From an optimization exercise on the open Yosys and OpenROAD flow, aimed at small area and few clock cycles per item; shortcuts taken in it are not production practice. Only simulation tests tie the RTL to the original design; equivalence was not proved. Power is estimated from default activity; no workload was simulated.

`design/flow/design.v`:
```
package lprd_pkg;
  localparam int unsigned ByteW   = 8;
  localparam int unsigned WordW   = 32;
  localparam int unsigned ErrW    = 3;
  localparam int unsigned FieldW  = 2;
  localparam int unsigned TdByteLsb  = 0;
  localparam int unsigned TdArgLsb   = TdByteLsb + ByteW;
  localparam int unsigned TdEndBit   = TdArgLsb + WordW;
  localparam int unsigned TdCountLsb = TdEndBit + 1;
  localparam int unsigned TdErrLsb   = TdCountLsb + WordW;
  localparam int unsigned TdUsedW    = TdErrLsb + ErrW;
  localparam int unsigned OutTdataW  = ((TdUsedW + 7) / 8) * 8;
  localparam int unsigned TdPadW     = OutTdataW - TdUsedW;
  localparam int unsigned CfgIdxW = 1;
  localparam logic [CfgIdxW-1:0] CfgMaxFrameBytes = 1'd0;
  localparam logic [CfgIdxW-1:0] CfgMaxArguments  = 1'd1;
  localparam logic [WordW-1:0] MaxFrameBytesRst = 32'd33554432;
  localparam logic [WordW-1:0] MaxArgumentsRst  = 32'd200000;
  localparam logic [WordW-1:0] FieldBytes       = 32'd4;
  typedef enum logic [2:0] {
    PH_FRAME_LEN,
    PH_ARG_COUNT,
    PH_ARG_LEN,
    PH_ARG_DATA,
    PH_ERROR
  } phase_e;
  typedef enum logic [ErrW-1:0] {
    ERR_NONE          = 3'd0,
    ERR_TOO_LONG      = 3'd1,
    ERR_TOO_MANY_ARGS = 3'd2,
    ERR_OVERRUN       = 3'd3,
    ERR_TRAILING      = 3'd4
  } err_e;
  typedef struct packed {
    logic [WordW-1:0] max_frame_bytes;
    logic [WordW-1:0] max_arguments;
  } lprd_limits_t;
  typedef struct packed {
    err_e             error_code;
    logic [WordW-1:0] frame_arg_count;
    logic             frame_done;
    logic             arg_end;
    logic [WordW-1:0] arg_number;
    logic [ByteW-1:0] data_byte;
    logic             data_valid;
  } lprd_result_t;
endpackage
import lprd_pkg::*;
module lprd_in_reg (
  input  logic                       clk_i,
  input  logic                       rst_ni,
  input  logic                       s_valid_i,
  output logic                       s_ready_o,
  input  logic [lprd_pkg::ByteW-1:0] s_data_i,
  input  logic                       take_i,
  output logic                       valid_o,
  output logic [lprd_pkg::ByteW-1:0] data_o
);
  logic             valid_q, valid_d;
  logic [ByteW-1:0] data_q;
  logic             load;
  assign s_ready_o = !valid_q || take_i;
  assign load      = s_valid_i && s_ready_o;
  assign valid_d   = load || (valid_q && !take_i);
  always_ff @(posedge clk_i or negedge rst_ni) begin
    if (!rst_ni) begin
      valid_q <= 1'b0;
    end else begin
      valid_q <= valid_d;
    end
  end
  always_ff @(posedge clk_i) begin
    if (load) begin
      data_q <= s_data_i;
    end
  end
  assign valid_o = valid_q;
  assign data_o  = data_q;
endmodule
import lprd_pkg::*;
module lprd_out_reg (
  input  logic                           clk_i,
  input  logic                           rst_ni,
  input  logic                           load_i,
  input  lprd_pkg::lprd_result_t         result_i,
  output logic                           ready_o,
  output logic                           m_valid_o,
  input  logic                           m_ready_i,
  output logic [lprd_pkg::OutTdataW-1:0] m_data_o,
  output logic                           m_last_o,
  output logic                           m_user_o
);
  logic         valid_q, valid_d;
  lprd_pkg::lprd_result_t res_q;
  assign ready_o = !valid_q || m_ready_i;
  assign valid_d = load_i || (valid_q && !m_ready_i);
  always_ff @(posedge clk_i or negedge rst_ni) begin
    if (!rst_ni) begin
      valid_q <= 1'b0;
    end else begin
      valid_q <= valid_d;
    end
  end
  always_ff @(posedge clk_i) begin
    if (load_i) begin
      res_q <= result_i;
    end
  end
  assign m_valid_o = valid_q;
  assign m_data_o  = {{TdPadW{1'b0}}, res_q.error_code, res_q.frame_arg_count,
                      res_q.arg_end, res_q.arg_number, res_q.data_byte};
  assign m_last_o  = res_q.frame_done;
  assign m_user_o  = res_q.data_valid;
endmodule
import lprd_pkg::*;
module lprd_parser (
  input  logic                       clk_i,
  input  logic                       rst_ni,
  input  logic                       step_i,
  input  logic [lprd_pkg::ByteW-1:0] byte_i,
  input  lprd_pkg::lprd_limits_t     limits_i,
  output lprd_pkg::lprd_result_t     result_o,
  output lprd_pkg::err_e             sticky_err_o
);
  lprd_pkg::phase_e             phase_q, phase_d;
  logic [FieldW-1:0]  pos_q, pos_d;
  logic [WordW-1:0]   acc_q, acc_d;
  logic [WordW-1:0]   fbl_q, fbl_d;
  logic [WordW-1:0]   args_q, args_d;
  logic [WordW-1:0]   abl_q, abl_d;
  logic [WordW-1:0]   cur_q, cur_d;
  lprd_pkg::err_e               err_q, err_d;
  logic [WordW-1:0]   fbl_dec, abl_dec, acc_new;
  logic [FieldW-1:0]  pos_new;
  logic               finish, boundary;
  logic               ev_data, ev_end, ev_done;
  assign fbl_dec = (phase_q != PH_FRAME_LEN && fbl_q != '0) ? fbl_q - WordW'(1) : fbl_q;
  assign abl_dec = (abl_q != '0) ? abl_q - WordW'(1) : abl_q;
  assign acc_new = {acc_q[WordW-ByteW-1:0], byte_i};
  assign pos_new = pos_q + FieldW'(1);
  always_comb begin
    phase_d  = phase_q;
    pos_d    = pos_q;
    acc_d    = acc_q;
    fbl_d    = fbl_q;
    args_d   = args_q;
    abl_d    = abl_q;
    cur_d    = cur_q;
    err_d    = err_q;
    finish   = 1'b0;
    boundary = 1'b0;
    ev_data  = 1'b0;
    ev_end   = 1'b0;
    ev_done  = 1'b0;
    if (step_i && phase_q != PH_ERROR) begin
      fbl_d = fbl_dec;
      if (phase_q == PH_ARG_DATA) begin
        ev_data = 1'b1;
        abl_d   = abl_dec;
        if (abl_dec == '0) begin
          finish = 1'b1;
        end
      end else begin
        acc_d = acc_new;
        pos_d = pos_new;
        if (pos_new == '0) begin
          acc_d = '0;
          case (phase_q)
            PH_FRAME_LEN: begin
              if (acc_new > limits_i.max_frame_bytes) begin
                err_d   = ERR_TOO_LONG;
                phase_d = PH_ERROR;
              end else if (acc_new < FieldBytes) begin
                err_d   = ERR_OVERRUN;
                phase_d = PH_ERROR;
              end else begin
                fbl_d   = acc_new;
                cur_d   = '0;
                phase_d = PH_ARG_COUNT;
              end
            end
            PH_ARG_COUNT: begin
              if (acc_new > limits_i.max_arguments) begin
                err_d   = ERR_TOO_MANY_ARGS;
                phase_d = PH_ERROR;
              end else begin
                args_d   = acc_new;
                boundary = 1'b1;
              end
            end
            PH_ARG_LEN: begin
              if (acc_new > fbl_dec) begin
                err_d   = ERR_OVERRUN;
                phase_d = PH_ERROR;
              end else if (acc_new == '0) begin
                finish = 1'b1;
              end else begin
                abl_d   = acc_new;
                phase_d = PH_ARG_DATA;
              end
            end
            default: begin
            end
          endcase
        end
      end
      if (finish) begin
        ev_end   = 1'b1;
        cur_d    = cur_q + WordW'(1);
        args_d   = args_q - WordW'(1);
        boundary = 1'b1;
      end
      if (boundary) begin
        if (args_d == '0) begin
          if (fbl_dec == '0) begin
            ev_done = 1'b1;
            phase_d = PH_FRAME_LEN;
          end else begin
            err_d   = ERR_TRAILING;
            phase_d = PH_ERROR;
          end
        end else if (fbl_dec < FieldBytes) begin
          err_d   = ERR_OVERRUN;
          phase_d = PH_ERROR;
        end else begin
          phase_d = PH_ARG_LEN;
        end
      end
    end
  end
  always_comb begin
    result_o                 = '0;
    result_o.error_code      = err_d;
    if (phase_d != PH_ERROR) begin
      result_o.data_valid      = ev_data;
      result_o.data_byte       = ev_data ? byte_i : '0;
      result_o.arg_number      = (ev_data || ev_end) ? cur_q : '0;
      result_o.arg_end         = ev_end;
      result_o.frame_done      = ev_done;
      result_o.frame_arg_count = ev_done ? cur_d : '0;
    end
  end
  always_ff @(posedge clk_i or negedge rst_ni) begin
    if (!rst_ni) begin
      phase_q <= PH_FRAME_LEN;
      pos_q   <= '0;
      acc_q   <= '0;
      fbl_q   <= '0;
      args_q  <= '0;
      abl_q   <= '0;
      cur_q   <= '0;
      err_q   <= ERR_NONE;
    end else begin
      phase_q <= phase_d;
      pos_q   <= pos_d;
      acc_q   <= acc_d;
      fbl_q   <= fbl_d;
      args_q  <= args_d;
      abl_q   <= abl_d;
      cur_q   <= cur_d;
      err_q   <= err_d;
    end
  end
  assign sticky_err_o = err_q;
endmodule
import lprd_pkg::*;
module length_prefixed_request_deframer_top (
  input  logic                           clk_i,
  input  logic                           rst_ni,
  input  logic                           s_axis_tvalid,
  output logic                           s_axis_tready,
  input  logic [lprd_pkg::ByteW-1:0]     s_axis_tdata,    
  output logic                           m_axis_tvalid,
  input  logic                           m_axis_tready,
  output logic [lprd_pkg::OutTdataW-1:0] m_axis_tdata,
  output logic                           m_axis_tlast,    
  output logic                           m_axis_tuser,    
  input  logic                           cfg_we_i,
  input  logic [lprd_pkg::CfgIdxW-1:0]   cfg_index_i,
  input  logic [lprd_pkg::WordW-1:0]     cfg_wdata_i
);
  lprd_pkg::lprd_limits_t     limits_q, limits_d;
  logic             in_valid, out_ready, step;
  logic [ByteW-1:0] in_byte;
  lprd_pkg::lprd_result_t     result;
  lprd_pkg::err_e             sticky_err;
  always_comb begin
    limits_d = limits_q;
    if (cfg_we_i) begin
      case (cfg_index_i)
        CfgMaxFrameBytes: limits_d.max_frame_bytes = cfg_wdata_i;
        CfgMaxArguments:  limits_d.max_arguments   = cfg_wdata_i;
        default: begin
        end
      endcase
    end
  end
  always_ff @(posedge clk_i or negedge rst_ni) begin
    if (!rst_ni) begin
      limits_q.max_frame_bytes <= MaxFrameBytesRst;
      limits_q.max_arguments   <= MaxArgumentsRst;
    end else begin
      limits_q <= limits_d;
    end
  end
  assign step = in_valid && out_ready;
  lprd_in_reg u_in_reg (
    .clk_i     (clk_i),
    .rst_ni    (rst_ni),
    .s_valid_i (s_axis_tvalid),
    .s_ready_o (s_axis_tready),
    .s_data_i  (s_axis_tdata),
    .take_i    (out_ready),
    .valid_o   (in_valid),
    .data_o    (in_byte)
  );
  lprd_parser u_parser (
    .clk_i        (clk_i),
    .rst_ni       (rst_ni),
    .step_i       (step),
    .byte_i       (in_byte),
    .limits_i     (limits_q),
    .result_o     (result),
    .sticky_err_o (sticky_err)
  );
  lprd_out_reg u_out_reg (
    .clk_i     (clk_i),
    .rst_ni    (rst_ni),
    .load_i    (step),
    .result_i  (result),
    .ready_o   (out_ready),
    .m_valid_o (m_axis_tvalid),
    .m_ready_i (m_axis_tready),
    .m_data_o  (m_axis_tdata),
    .m_last_o  (m_axis_tlast),
    .m_user_o  (m_axis_tuser)
  );
endmodule
```
`design/flow/run.sh`:
```
#!/bin/bash
# synth_recipe.tcl (not shown) runs the flow's synth.tcl, then flattens the netlist and writes it again
# the make line also repeats each setting of config.mk as NAME=value (left out here)
make -C /OpenROAD-flow-scripts/flow DESIGN_CONFIG=/design/flow/config.mk WORK_HOME=/design/flow/orfs CLKGATE_MAP_FILE= SYNTH_SCRIPT=/design/flow/synth_recipe.tcl finish
```
`design/flow/config.mk`:
```
export PLATFORM = sky130hd
export DESIGN_NAME = length_prefixed_request_deframer_top
export DESIGN_NICKNAME = length_prefixed_request_deframer_top
export VERILOG_FILES = /design/flow/design.v
export SDC_FILE = /design/flow/constraint.sdc
export NUM_CORES = 4
export LEC_CHECK = 0
export CAP_MARGIN = 20
export CORE_MARGIN = 2
export CORE_UTILIZATION = 40
export SLEW_MARGIN = 20
```
`design/flow/constraint.sdc`:
```
create_clock -name core_clock -period 7.0 [get_ports {clk_i}]
set_input_delay 1.4000 -clock core_clock [delete_from_list [all_inputs] [get_ports {clk_i}]]
set_output_delay 1.4000 -clock core_clock [all_outputs]
set_load 0.01 [all_outputs]
```
==> results by group <==
Synthesis
  • Yosys cell types: 78
  • Register bit count reported by yosys: 312
  • Synth Warn #: 4
  • Syn Std Cell Area: 0.01872 mm²
  • Synthesized area per cell: 8.938 µm²
  • Synth Area in XOR/XNOR: 2.340%
  • Post-Synth Simple-Gate Area: 22.42%
  • Number of flops mapped to enable cells by yosys: 86
  • Compound-cell area share of the yosys netlist: 17.10%
  • Adder-Cell Fraction of Synth Area: 6.752%
  • Post-synthesis cell count: 2094
  • Sequential share of the synthesized area: 44.06%
  • Mux share of post-synthesis cell area: 2.480%
  • Top_reg_cell synth: dfrtp_1
  • Async set-or-reset flop fraction in the synthesized netlist: 72.44%
  • Largest family of logic cells by synthesized area: simple AND/OR/NAND/NOR gates

Detailed routing
  • Vias: 16.55k
  • Initial DRC Count: 1312
  • Post-route ant nets: 0
  • Post-route DRC: 0
  • Total Routed Length: 58460 µm
  • WL/cell: 20.65 µm
  • Via/cell ratio: 5.845
  • DR pass1 iterations: 6

Die
  • Initial Utilization: 40.37%
  • Top-level I/O count: 130
  • Die Height: 220.3 µm
  • Core Region: 0.04636 mm²
  • Num rows: 79
  • DIE AREA: 0.04853 mm²
  • Die X: 220.3 µm

Timing
  • Final setup fails: 0
  • FMAX: 157.0 MHz
  • Setup TNS: 0 ps
  • RSZ-0062 raised after global routing: no
  • Slew headroom: 25.55%
  • Worst Skew: 17.44 ps
  • Tcrit/Tclk final: 90.98%
  • Crit path time final: 6369 ps
  • Worst Max-Slew Pin Slew: 1117 ps
  • Slew Viols, Final: 0
  • Hold Vio Cnt, Final: 0

Placement
  • Port Buffer Count: 125
  • Post-DP Area: 0.02065 mm²
  • GPL Wtd Cong: 0.9346
  • Post-DP HPWL: 39700 µm

Setup path
  • Worst EP required: 7420 ps
  • Slowest-stage cell, CP: nor4_1
  • Critical path's largest stage delay: 640 ps
  • WS Path Type: flip-flop to flip-flop
  • Setup crit end kind: flip-flop
  • Top Family by Delay on Critical Path: compound AO/OA/AOI/OAI gates
  • Setup crit start kind: flip-flop
  • Crit path DAT: 6790 ps
  • Bufs and invs on worst path: 1
  • Most frequent CP cell: o21ai_0
  • Worst Path Max Fanout: 22
  • Worst-path cell chain: nor4_1 > nand4_1 > o31ai_1 > or2_2 > nor3_1 > xnor2_1 > ha_1 > a211oi_1 > o21ai_0 > a221o_1 > nor3_1 > a22oi_1 > o21ai_0 > nand2_1 > a2111oi_0 > buf_4 > a31o_2 > o21ai_0 > nand2_1 > o21ai_0

Power
  • Pwr/cell area: 198.3 mW/mm²
  • Tot Pwr: 4.352 mW
  • Maximum vdd drop: 0.1824 mV
  • Leakage power: 9.261 nW

Clocking
  • # hold bufs at CTS: 0
  • CTS tree: built
  • Clk pin slew, worst setup/hold paths: 60 ps
  • Post-CTS sizing: 0
  • TritonCTS Buffers: 39
  • Number of post-CTS setup repair buffers: 0
  • Insertion delay to the later sink of the worst-skew pair: 560 ps
  • Clock root buffer: clkbuf_16
  • Bufs on Longest Clock Path: 3
  • Total number of H-tree levels: 2
  • Clock Sinks: 312

Global route
  • Grt ovf: 0
  • Vias in the first global route: 15.77k
  • Largest net degree at the start of global routing: 154
  • Initial antenna violation count: 0
  • Global-route wire length before repair: 91630 µm
  • Overall Global Routing Usage: 24.39%

Finish
  • Final #Nets: 2339
  • Most frequent cells in the layout: dfrtp_1, o21ai_0, nand2_1
  • Finished Cell Area: 0.02195 mm²
  • Area growth syn-to-layout: 17.26%
  • Most common cell after layout, fill and taps aside: dfrtp_1
  • Filler cells: 4440
  • Post-layout util: 47.34%
  • Layout cells sized above 1: 8.457%

Hold path
  • Worst min-delay path class: flip-flop to flip-flop

Run
  • Max-cap violations: 0

Run status
  • Outcome: finished clean
-- cell usage after synthesis (59+ instances only) --
master    count  area share [%]
a21oi_1     144             3.9
and3_1       59             2.0
clkbuf_1     94             1.9
dfrtp_1     219              29
edfxtp_1     86              14
ha_1        101             6.8
inv_1       104             2.1
nand2_1     203             4.1
nand3_1      65             1.7
nor2_1      191             3.8
nor3_1       67             1.8
o21ai_0     208             5.6
-- state kept, by name, indices dropped and copies added, names as in the netlist, 8 cells and up --
register / count
u_in_reg.data_q: 8
u_out_reg.res_q: 78
limits_q: 64
u_parser.fbl_q: 32
u_parser.abl_q: 32
u_parser.cur_q: 32
u_parser.acc_q: 24
u_parser.args_q: 32
-- final timing paths --
| check | from | to | slack [ps] | cells past startpoint |
|---|---|---|---|---|
| min reg2reg | u_parser.pos_q[0] | u_parser.pos_q[0] | 490 | 1 |
| max reg2reg | u_parser.fbl_q[26] | u_parser.abl_q[22] | 630 | 20 |
| min in group asynchronous | rst_ni | u_parser.abl_q[15] | 830 | 1 |
| max in group asynchronous | rst_ni | u_parser.args_q[15] | 4930 | 2 |
| max | u_parser.fbl_q[26] | u_parser.abl_q[22] | 630 | 20 |
| min | u_parser.pos_q[0] | u_parser.pos_q[0] | 490 | 1 |
-- final cells by class --
type                       instances  area (µm²)  share of cell area, %
antenna                            1       2.502                0.01140
clock buffer                      55        1127                  5.137
clock inverter                    17       153.9                 0.7013
inverter                         104       391.6                  1.784
multi-input combinational       1563        9630                  43.88
sequential                       312        8247                  37.58
tap                              607       759.5                  3.461
timing repair buffer             172        1634                  7.446
-- worst reg2reg max path: cells and delay by family (launching register included) --
| family | cells | cell delay [ps] |
|---|---|---|
| AO/OA/AOI/OAI | 10 | 3180 |
| XOR/XNOR | 1 | 220 |
| adder cells (fa/ha/maj) | 1 | 280 |
| buffers and inverters | 1 | 210 |
| flip-flops | 1 | 460 |
| AND/OR/NAND/NOR | 7 | 1850 |
-- logic make-up after synthesis --
family                   count (synthesis)
AO/OA/AOI/OAI                          539
XOR/XNOR                                50
adder cells (fa/ha/maj)                101
buffers and inverters                  222
flip-flops                             312
multiplexers                            42
other                                    1
AND/OR/NAND/NOR                        827
-- power by group --
group	internal [mW]	total, mW	switching [mW]
registers	1.96	2.00	0.0330
logic	0.151	0.347	0.196
clock network	1.20	2.01	0.808
total	3.31	4.35	1.04
-- per-stage QoR --
stage	cells	setup slack, ps	hold slack, ps
after floorplan	2097	1536	452.8
after global placement	2758	699.9	467.7
after detailed placement	2758	491.2	472.7
after CTS	2830	449.8	483.7
after global routing	2830	191.3	518.6
final	2831	631.4	488.2
-- routing by layer --
layer  vias to the layer above  share of wire (%)  track usage, %
li1                       7834                  -               -
met1                      8038                 43           32.47
met2                       556                 47           39.97
met3                       119                6.3           4.000
met4                         0                3.6           9.128
met5                         -                  0               0
Testbench counts, summed over its fixed seeds: cycles 28,321, items 28,305.

-- re-timing with driven ports --
The results above use ideal ports. As a check the final layout listed here was re-extracted and re-timed, cells and wires unchanged.
Step 1 (the two cells are an assumption about what drives the block):
set clk [get_ports {clk_i}]
set_driving_cell -lib_cell sky130_fd_sc_hd__clkbuf_16 $clk
set_driving_cell -lib_cell sky130_fd_sc_hd__buf_2 [delete_from_list [all_inputs] $clk]
Step 2 also shifts input and output timing later by t, the mid clock arrival at the registers, as if the neighbouring blocks saw the same clock.
Three values: ideal, step 1, step 2; two values: the first two.
shift t [ns]: 0.609
setup WS [ns]: 0.631 / 0.631 / 0.631
latest minus earliest clock arrival (ns): 0.018 / 0.018
worst register clock-pin slew, ns: 0.06 / 0.06
cell pins on the clock port's net: 1
After both steps setup and hold are still met in this run. For this run, drivers alone change the setup slack by 0.000 ns; drivers and shift together by 0.000 ns.
